This is an optimization exercise on Yosys and OpenROAD, whose aim is small area, a short achievable clock period and few clock cycles, not a production implementation. The RTL was checked by simulation tests, not by an equivalence proof against the original design. Power figures rest on the tool's default switching activity, not on a simulated workload.

==> design/flow/design.v <==
package mbd_pkg;
	localparam int BUTTON_COUNT = 9;
	localparam int PIN_W        = 9;
	localparam int NOW_W        = 32;
	localparam int DELAY_W      = 16;
	localparam int IDX_W        = 4;
	localparam int S_TDATA_W    = 48;
	localparam int M_TDATA_W    = 8;
	localparam int PADDR_W      = 1;
	localparam int PDATA_W      = 32;
	localparam logic [PADDR_W-1:0] REG_DEBOUNCE_MS = 1'b0;
	localparam logic [DELAY_W-1:0] DEBOUNCE_RESET  = 16'd50;
	typedef struct packed {
		logic             ev;
		logic [IDX_W-1:0] idx;
		logic             pressed;
	} evt_rec_t;
endpackage
module mbd_cell (
	input  logic                        clk,
	input  logic                        arst_n,
	input  logic                        eval,
	input  logic                        sample_q,
	input  logic [mbd_pkg::NOW_W-1:0]   now_q,
	input  logic [mbd_pkg::NOW_W/2-1:0] dec_mask,
	input  logic [mbd_pkg::NOW_W/2-1:0] lo_lo,
	input  logic                        lo_borrow,
	output logic                        fire,
	output logic                        held
);
	logic [mbd_pkg::NOW_W-1:0] since_q;
	logic                      prev_q;
	logic                      held_q;
	logic                      chg;
	assign chg = sample_q != prev_q;
	always_ff @(posedge clk) begin
		if (eval && chg) begin
			since_q <= now_q;
		end
	end
	always_ff @(posedge clk or negedge arst_n) begin
		if (!arst_n) begin
			prev_q <= 1'b0;
		end else if (eval) begin
			prev_q <= sample_q;
		end
	end
	function automatic logic less16(input logic [15:0] a, input logic [15:0] b);
		logic [15:0] g, l;
		g = a & ~b;
		l = ~a & b;
		for (int s = 1; s < 16; s = s * 2) begin
			for (int i = 0; i + s < 16; i = i + 2 * s) begin
				l[i] = l[i+s] | (~g[i+s] & l[i]);
				g[i] = g[i+s] | (~l[i+s] & g[i]);
			end
		end
		less16 = l[0];
	endfunction
	logic [15:0] hi_diff;
	logic        eq_nm1, eq_now, ge_lo, le_now, in_win;
	assign hi_diff = since_q[31:16] ^ now_q[31:16];
	assign eq_nm1  = hi_diff == dec_mask;
	assign eq_now  = hi_diff == '0;
	assign ge_lo  = !less16(since_q[15:0], lo_lo);
	assign le_now = !less16(now_q[15:0], since_q[15:0]);
	assign in_win = !lo_borrow ? (eq_now && ge_lo && le_now)
		: ((eq_nm1 && ge_lo) || (eq_now && le_now));
	assign fire   = eval && !chg && !in_win && (sample_q != held_q);
	always_ff @(posedge clk or negedge arst_n) begin
		if (!arst_n) begin
			held_q <= 1'b0;
		end else if (fire) begin
			held_q <= sample_q;
		end
	end
	assign held = held_q;
endmodule
module mbd_window (
	input  logic [mbd_pkg::NOW_W-1:0]   now_ms,
	input  logic [mbd_pkg::DELAY_W-1:0] debounce_ms,
	output logic [15:0]                 lo_lo,
	output logic                        lo_borrow
);
	logic [15:0] a, b;
	logic [15:0] g [5];
	logic [15:0] p [5];
	assign a = now_ms[15:0];
	assign b = debounce_ms;
	assign g[0] = {a[15:1] & ~b[15:1], a[0] | ~b[0]};
	assign p[0] = ~(a ^ b);
	for (genvar l = 0; l < 4; l++) begin : g_lvl
		localparam int S = 1 << l;
		for (genvar i = 0; i < 16; i++) begin : g_bit
			if ((i / S) % 2 == 1) begin : g_node
				mbd_pfx u_pfx (
					.g_hi (g[l][i]),
					.p_hi (p[l][i]),
					.g_lo (g[l][(i / S) * S - 1]),
					.p_lo (p[l][(i / S) * S - 1]),
					.g    (g[l+1][i]),
					.p    (p[l+1][i])
				);
			end else begin : g_pass
				assign g[l+1][i] = g[l][i];
				assign p[l+1][i] = p[l][i];
			end
		end
	end
	assign lo_lo     = p[0] ^ {g[4][14:0], 1'b1};
	assign lo_borrow = ~g[4][15];
endmodule
module mbd_pfx (
	input  logic g_hi,
	input  logic p_hi,
	input  logic g_lo,
	input  logic p_lo,
	output logic g,
	output logic p
);
	assign g = g_hi | (p_hi & g_lo);
	assign p = p_hi & p_lo;
endmodule
module mbd_dec_mask (
	input  logic [15:0] a,
	output logic [15:0] mask
);
	logic [15:0] z [5];
	assign z[0] = ~a;
	for (genvar l = 0; l < 4; l++) begin : g_lvl
		localparam int S = 1 << l;
		for (genvar i = 0; i < 16; i++) begin : g_bit
			if ((i / S) % 2 == 1) begin : g_node
				mbd_and u_and (
					.a (z[l][i]),
					.b (z[l][(i / S) * S - 1]),
					.y (z[l+1][i])
				);
			end else begin : g_pass
				assign z[l+1][i] = z[l][i];
			end
		end
	end
	assign mask = {z[4][14:0], 1'b1};
endmodule
module mbd_and (
	input  logic a,
	input  logic b,
	output logic y
);
	assign y = a & b;
endmodule
module multi_button_debouncer_unit (
	input  logic                          clk,
	input  logic                          arst_n,
	input  logic [mbd_pkg::S_TDATA_W-1:0] s_tdata,
	input  logic                          s_tvalid,
	output logic                          s_tready,
	output logic [mbd_pkg::M_TDATA_W-1:0] m_tdata,
	output logic                          m_tlast,
	output logic                          m_tvalid,
	input  logic                          m_tready,
	input  logic                          psel,
	input  logic                          penable,
	input  logic                          pwrite,
	input  logic [mbd_pkg::PADDR_W-1:0]   paddr,
	input  logic [mbd_pkg::PDATA_W-1:0]   pwdata,
	output logic [mbd_pkg::PDATA_W-1:0]   prdata,
	output logic                          pready
);
	localparam int N = mbd_pkg::BUTTON_COUNT;
	logic [mbd_pkg::DELAY_W-1:0] deb_x_q;
	logic [mbd_pkg::DELAY_W-1:0] debounce_q;
	logic [mbd_pkg::PADDR_W-1:0] paddr_q;
	logic [mbd_pkg::PADDR_W-1:0] paddr_n_q;
	assign pready = 1'b1;
	always_ff @(posedge clk or negedge arst_n) begin
		if (!arst_n) begin
			deb_x_q <= '0;
		end else if (psel && penable && pwrite && paddr == mbd_pkg::REG_DEBOUNCE_MS) begin
			deb_x_q <= pwdata[mbd_pkg::DELAY_W-1:0] ^ mbd_pkg::DEBOUNCE_RESET;
		end
	end
	assign debounce_q = deb_x_q ^ mbd_pkg::DEBOUNCE_RESET;
	always_ff @(posedge clk) begin
		paddr_q   <= paddr;
		paddr_n_q <= ~paddr;
	end
	assign prdata = {{(mbd_pkg::PDATA_W-mbd_pkg::DELAY_W){1'b0}},
		debounce_q[15:8] & {8{paddr_n_q == ~mbd_pkg::REG_DEBOUNCE_MS}},
		debounce_q[7:0] & {8{paddr_q == mbd_pkg::REG_DEBOUNCE_MS}}};
	logic [N-1:0]                pins_n;
	logic [mbd_pkg::NOW_W-1:0]   now_ms;
	logic                        load;
	logic                        v1_q;
	logic [N-1:0]                smp_q;
	logic [mbd_pkg::NOW_W-1:0]   now_q;
	logic [15:0]                 lo_lo_q;
	logic                        borrow_q;
	logic [15:0]                 lo_lo;
	logic                        lo_borrow;
	logic [N-1:0]                a_q, b_q, c_q;
	logic [N-1:0]                a_pr_q;
	logic                        b_busy_q, c_busy_q;
	logic                        b_busy_d;
	logic                        rdy_q;
	logic [N-1:0]                fire;
	logic [N-1:0]                held;
	assign pins_n   = ~s_tdata[N-1:0];
	assign now_ms   = s_tdata[mbd_pkg::PIN_W +: mbd_pkg::NOW_W];
	assign s_tready = rdy_q;
	assign load     = s_tvalid && s_tready;
	logic [15:0]                 dec_mask;
	mbd_window u_window (
		.now_ms      (now_ms),
		.debounce_ms (debounce_q),
		.lo_lo       (lo_lo),
		.lo_borrow   (lo_borrow)
	);
	mbd_dec_mask u_dec_mask (
		.a    (now_q[31:16]),
		.mask (dec_mask)
	);
	always_ff @(posedge clk or negedge arst_n) begin
		if (!arst_n) begin
			v1_q <= 1'b0;
		end else begin
			v1_q <= load;
		end
	end
	always_ff @(posedge clk) begin
		smp_q    <= pins_n;
		now_q    <= now_ms;
		lo_lo_q  <= lo_lo;
		borrow_q <= lo_borrow;
	end
	for (genvar k = 0; k < N; k++) begin : g_cell
		mbd_cell u_cell (
			.clk         (clk),
			.arst_n      (arst_n),
			.eval        (v1_q),
			.sample_q    (smp_q[k]),
			.now_q       (now_q),
			.dec_mask    (dec_mask),
			.lo_lo       (lo_lo_q),
			.lo_borrow   (borrow_q),
			.fire        (fire[k]),
			.held        (held[k])
		);
	end
	logic                        o_valid_q;
	logic [mbd_pkg::IDX_W-1:0]   o_idx_q;
	logic                        o_pr_q;
	logic                        o_last_q;
	logic                        o_free;
	logic [N-1:0]                a_low;
	logic [N-1:0]                a_rest;
	logic [N-1:0]                a_left;
	logic                        a_done;
	logic                        any_fire;
	logic [mbd_pkg::IDX_W-1:0]   a_idx;
	assign o_free   = !o_valid_q || m_tready;
	assign a_low    = a_q & (~a_q + 1'b1);
	assign a_rest   = a_q & ~a_low;
	assign a_left   = o_free ? a_rest : a_q;
	assign a_done   = o_free ? (a_rest == '0) : (a_q == '0);
	assign any_fire = |fire;
	always_comb begin
		a_idx = '0;
		for (int k = N-1; k >= 0; k--) begin
			if (a_q[k]) begin
				a_idx = mbd_pkg::IDX_W'(k);
			end
		end
	end
	always_comb begin
		b_busy_d = b_busy_q;
		if (a_done ? (b_busy_q && !c_busy_q) : !b_busy_q) begin
			b_busy_d = any_fire;
		end
	end
	always_ff @(posedge clk or negedge arst_n) begin
		if (!arst_n) begin
			a_q       <= '0;
			b_q       <= '0;
			c_q       <= '0;
			b_busy_q  <= 1'b0;
			rdy_q     <= 1'b1;
			c_busy_q  <= 1'b0;
			o_valid_q <= 1'b0;
		end else begin
			rdy_q <= !b_busy_d;
			if (o_free) begin
				o_valid_q <= |a_q;
			end
			if (a_done) begin
				if (!b_busy_q) begin
					a_q <= fire;
				end else begin
					a_q <= b_q;
					if (!c_busy_q) begin
						b_q      <= fire;
						b_busy_q <= any_fire;
					end else begin
						b_q      <= c_q;
						c_q      <= fire;
						c_busy_q <= any_fire;
					end
				end
			end else begin
				a_q <= a_left;
				if (!b_busy_q) begin
					b_q      <= fire;
					b_busy_q <= any_fire;
				end else if (!c_busy_q) begin
					c_q      <= fire;
					c_busy_q <= any_fire;
				end
			end
		end
	end
	always_ff @(posedge clk) begin
		if (a_done) begin
			a_pr_q <= b_busy_q ? held : smp_q;
		end
	end
	always_ff @(posedge clk) begin
		if (o_free && a_q != '0) begin
			o_idx_q  <= a_idx;
			o_pr_q   <= a_pr_q[a_idx];
			o_last_q <= a_rest == '0;
		end
	end
	assign m_tvalid = o_valid_q;
	assign m_tlast  = o_last_q;
	assign m_tdata  = {{(mbd_pkg::M_TDATA_W-mbd_pkg::IDX_W-1){1'b0}}, o_pr_q, o_idx_q};
endmodule
==> design/flow/flow/run.sh <==
#!/bin/bash
# The standard synthesis and layout, with plain buffers (buf_2) on the ports instead
# of the delay cells that port buffering picks by default; every port is still buffered
set -euo pipefail
bash standard.sh synth > synth.log 2>&1
bash standard.sh "BUFFER_PORTS_ARGS=-buffer_cell sky130_fd_sc_hd__buf_2" finish > layout.log 2>&1
==> design/flow/standard.sh <==
#!/bin/bash
# synth_recipe.tcl (not shown) runs the flow's synth.tcl, then flattens the netlist and writes it again
# the make line also repeats each setting of config.mk as NAME=value (left out here)
make -C /OpenROAD-flow-scripts/flow DESIGN_CONFIG=/design/flow/config.mk WORK_HOME=/design/flow/orfs CLKGATE_MAP_FILE= SYNTH_SCRIPT=/design/flow/synth_recipe.tcl "${@:-finish}"
==> design/flow/config.mk <==
export PLATFORM = sky130hd
export DESIGN_NAME = multi_button_debouncer_unit
export DESIGN_NICKNAME = multi_button_debouncer_unit
export VERILOG_FILES = /design/flow/design.v
export SDC_FILE = /design/flow/constraint.sdc
export NUM_CORES = 4
export LEC_CHECK = 0
export CAP_MARGIN = 20
export CORE_MARGIN = 2
export CORE_UTILIZATION = 40
export CTS_CLUSTER_DIAMETER = 80
export CTS_CLUSTER_SIZE = 24
export SETUP_SLACK_MARGIN = 5.0
export SLEW_MARGIN = 20
export SYNTH_HIERARCHICAL = 1
==> design/flow/constraint.sdc <==
create_clock -name core_clock -period 8.0 [get_ports {clk}]
set_input_delay 1.6000 -clock core_clock [delete_from_list [all_inputs] [get_ports {clk}]]
set_output_delay 1.6000 -clock core_clock [all_outputs]
set_load 0.01 [all_outputs]
==> run summary <==
## registers in the layout, indices dropped and copies added, names as in the netlist
register / cells
a_pr_q: 9
a_q: 9
b_busy_q: 1
b_q: 9
borrow_q: 1
c_busy_q: 1
c_q: 9
deb_x_q: 16
g_cell.u_cell.held_q: 9
g_cell.u_cell.prev_q: 9
g_cell.u_cell.since_q: 288
lo_lo_q: 16
now_q: 32
o_idx_q: 4
o_last_q: 1
o_pr_q: 1
o_valid_q: 1
paddr_n_q: 1
paddr_q: 1
rdy_q: 1
smp_q: 9
v1_q: 1
## final timing paths
kind | from | slack, ps | cells past startpoint | end
min | c_q[7] | 510 | 1 | c_q[7]
max reg2reg | now_q[16] | 4570 | 16 | b_busy_q
max in group asynchronous | arst_n | 6200 | 2 | g_cell[5].u_cell.prev_q
max | now_q[16] | 4570 | 16 | b_busy_q
min reg2reg | c_q[7] | 510 | 1 | c_q[7]
min in group asynchronous | arst_n | 1210 | 2 | v1_q
## cell type report
cell class | instances | area [um2] | share of cell area
clock buffer | 31 | 754.5 | 0.02698
sequential | 429 | 12030 | 0.4303
multi-input combinational | 1441 | 11850 | 0.4238
clock inverter | 25 | 322.8 | 0.01155
timing repair buffer | 185 | 1287 | 0.04605
inverter | 194 | 735.7 | 0.02631
tap | 782 | 978.4 | 0.03499
## worst max-delay path, delay by kind of cell (launching register included)
| family | cells | cell delay (ps) |
|---|---|---|
| AO/OA/AOI/OAI | 3 | 590 |
| buffers and inverters | 2 | 230 |
| flip-flops | 1 | 390 |
| AND/OR/NAND/NOR | 11 | 2100 |
## placed cells by master, fill, tap and decap left out, drive strengths merged, types with 27 or more instances in the layout
cell and count:
maj3 227, edfxtp 303, clkbuf 32, and2 66, nand2 33, o21ai 37
dfxtp 60, xnor2 181, nor2 48, nand2b 101, dfrtp 65, mux2 58
nand4 28, a21o 35, xor2 123, mux2i 38, and4 27, nor4 57
buf 184, inv 203, o221ai 27, nor2b 89
## metrics by stage
step	cells	power, mW	utilization	area, um2
2_1_floorplan	2104	5.187	-	24330
3_3_place_gp	2946	5.800	0.4261	25570
3_5_place_dp	2946	5.901	0.4261	25570
4_1_cts	3049	7.724	0.4553	27330
5_1_grt	3087	8.266	0.4659	27960
6_report	3087	7.824	0.4659	27960
## per-layer routing
layer  track usage  share of wire
met5             0              0
met4       0.04389          0.020
met3       0.01950          0.045
met2        0.2962           0.45
met1        0.2779           0.49
## repair_timing
item | in CTS | in global routing
pin swaps | 25 | 37
endpoints found under the setup margin | 50 | 47
cloned | 3 | 1
resized for setup | 105 | 76
hold endpoints to repair | 0 | 0
setup buffers | 44 | 37
## where the power goes
| part | leakage [nW] | internal (mW) | switching [mW] |
|---|---|---|---|
| Sequential | 4.12 | 2.90 | 0.396 |
| Combinational | 5.98 | 1.28 | 1.54 |
| Clock | 0.525 | 0.806 | 0.902 |
==> flow_summary.ini <==
[run_status]
status = finished clean

[timing]
clock.fmax_mhz = 291.4
hold_slack_ps = 508.8
slew_violations = 0
setup_slack_ps = 4568
finalCritPeriodShare = 0.4289
min_period_ps = 3432
slew_headroom = 0.3065
rsz0062_at_grt = true
setup_viol_count_final = 0
skew_ps = 32.47
worst_pin_slew_ps = 1040
hold_viol_final = 0
finalSetupTns_ps = 0

[setup_path]
cp_cell_sequence = clkinvlp_4, and2_4, and2_4, and2_4, buf_6, and2_4, nor3b_2, nor2_1, nor4_2, and4_4, nor2_4, o22a_4, nor3_4, nand3_2, a21o_1, o31a_1
cp_common_cell = and2_4
cp.required_ps = 8500
crit_slowest_cell = nor4_2
arrival_ps = 3930
slowest_delay_ps = 410
cp-start-kind = register
cp_max_fo = 6
crit_type = register to register
endpoint_kind = register

[flow_run]
cap_violations = 0

[layout]
fill_cells = 5390
final_net_count = 2385
diodes = 0
syn2layout_area_growth_pct = 15.63
final_layout_size_suffix_gt1_frac = 0.2052

[power_and_ir_drop]
p_per_area_nw_per_um2 = 279.8
p_leak_nw = 10.63
vdd_drop_max_uv = 176.6

[floorplanning]
fp.coreArea_um2 = 60020
die_w_um = 249.9
die_h_um = 249.9
start_util = 0.4029
dieArea_um2 = 62440
ios = 132
rows = 90

[detailed_routing]
final_antenna_net_count = 0
num_vias = 16390
first_pass_iters = 5
viasPerCell = 5.308
drt_iter0_markers = 1175
drt-wirelength-per-cell_um = 19.62
drc = 0
wirelength_mm = 60.58

[placement]
dp_hpwl_mm = 39.78
gp_congestion = 0.8796
dp_slack_ps = 1781
portBuffers = 88

[clock_network]
cts.sinks = 429
clock_latency_ps = 620
cts-root-buf = clkbuf_16
cts-buffers-inserted = 30
htreeDepth = 1
clkTransAtPathRegs_ps = 90
cts_tree = built
cts_buffer_depth = 3
holdBufCountCts = 0

[global_route]
grt_max_degree = 67
grt_pass1_wl_mm = 92.43
grtUsageTotal = 0.1881
antenna_found_initial = 0
grt_overflow = 0
grt_pass1_vias = 15660

[yosys]
synth_warnings = 16
syn_inst = 2086
syn_area_um2 = 24180
synth.avg_cell_area_um2 = 11.59

[hold_path]
hp-class = register to register
Testbench counts, summed over its fixed seeds: cycles 20,166.

[what the ideal ports hide]
The results above use ideal ports. As a check the final layout listed here was re-extracted and re-timed, cells and wires unchanged. Step 1 (the two cells are an assumption about what drives the block):
set clk [get_ports {clk}]
set_driving_cell -lib_cell sky130_fd_sc_hd__clkbuf_16 $clk
set_driving_cell -lib_cell sky130_fd_sc_hd__buf_2 [delete_from_list [all_inputs] $clk]
Step 2 also shifts input and output timing later by t, the mid clock arrival at the registers, as if the neighbouring blocks saw the same clock. Slacks: ideal ports / drivers / drivers and shift; pairs: ideal ports / drivers.
shift t [ns]: 0.672
slack for setup (ns): 4.568 / 4.568 / 4.413
latest minus earliest clock arrival (ns): 0.032 / 0.033
cell pins on the clock port's net: 1
After both steps setup and hold are still met in this run. The setup slack of this run moves by 0.000 ns with the drivers and by -0.155 ns with both steps.
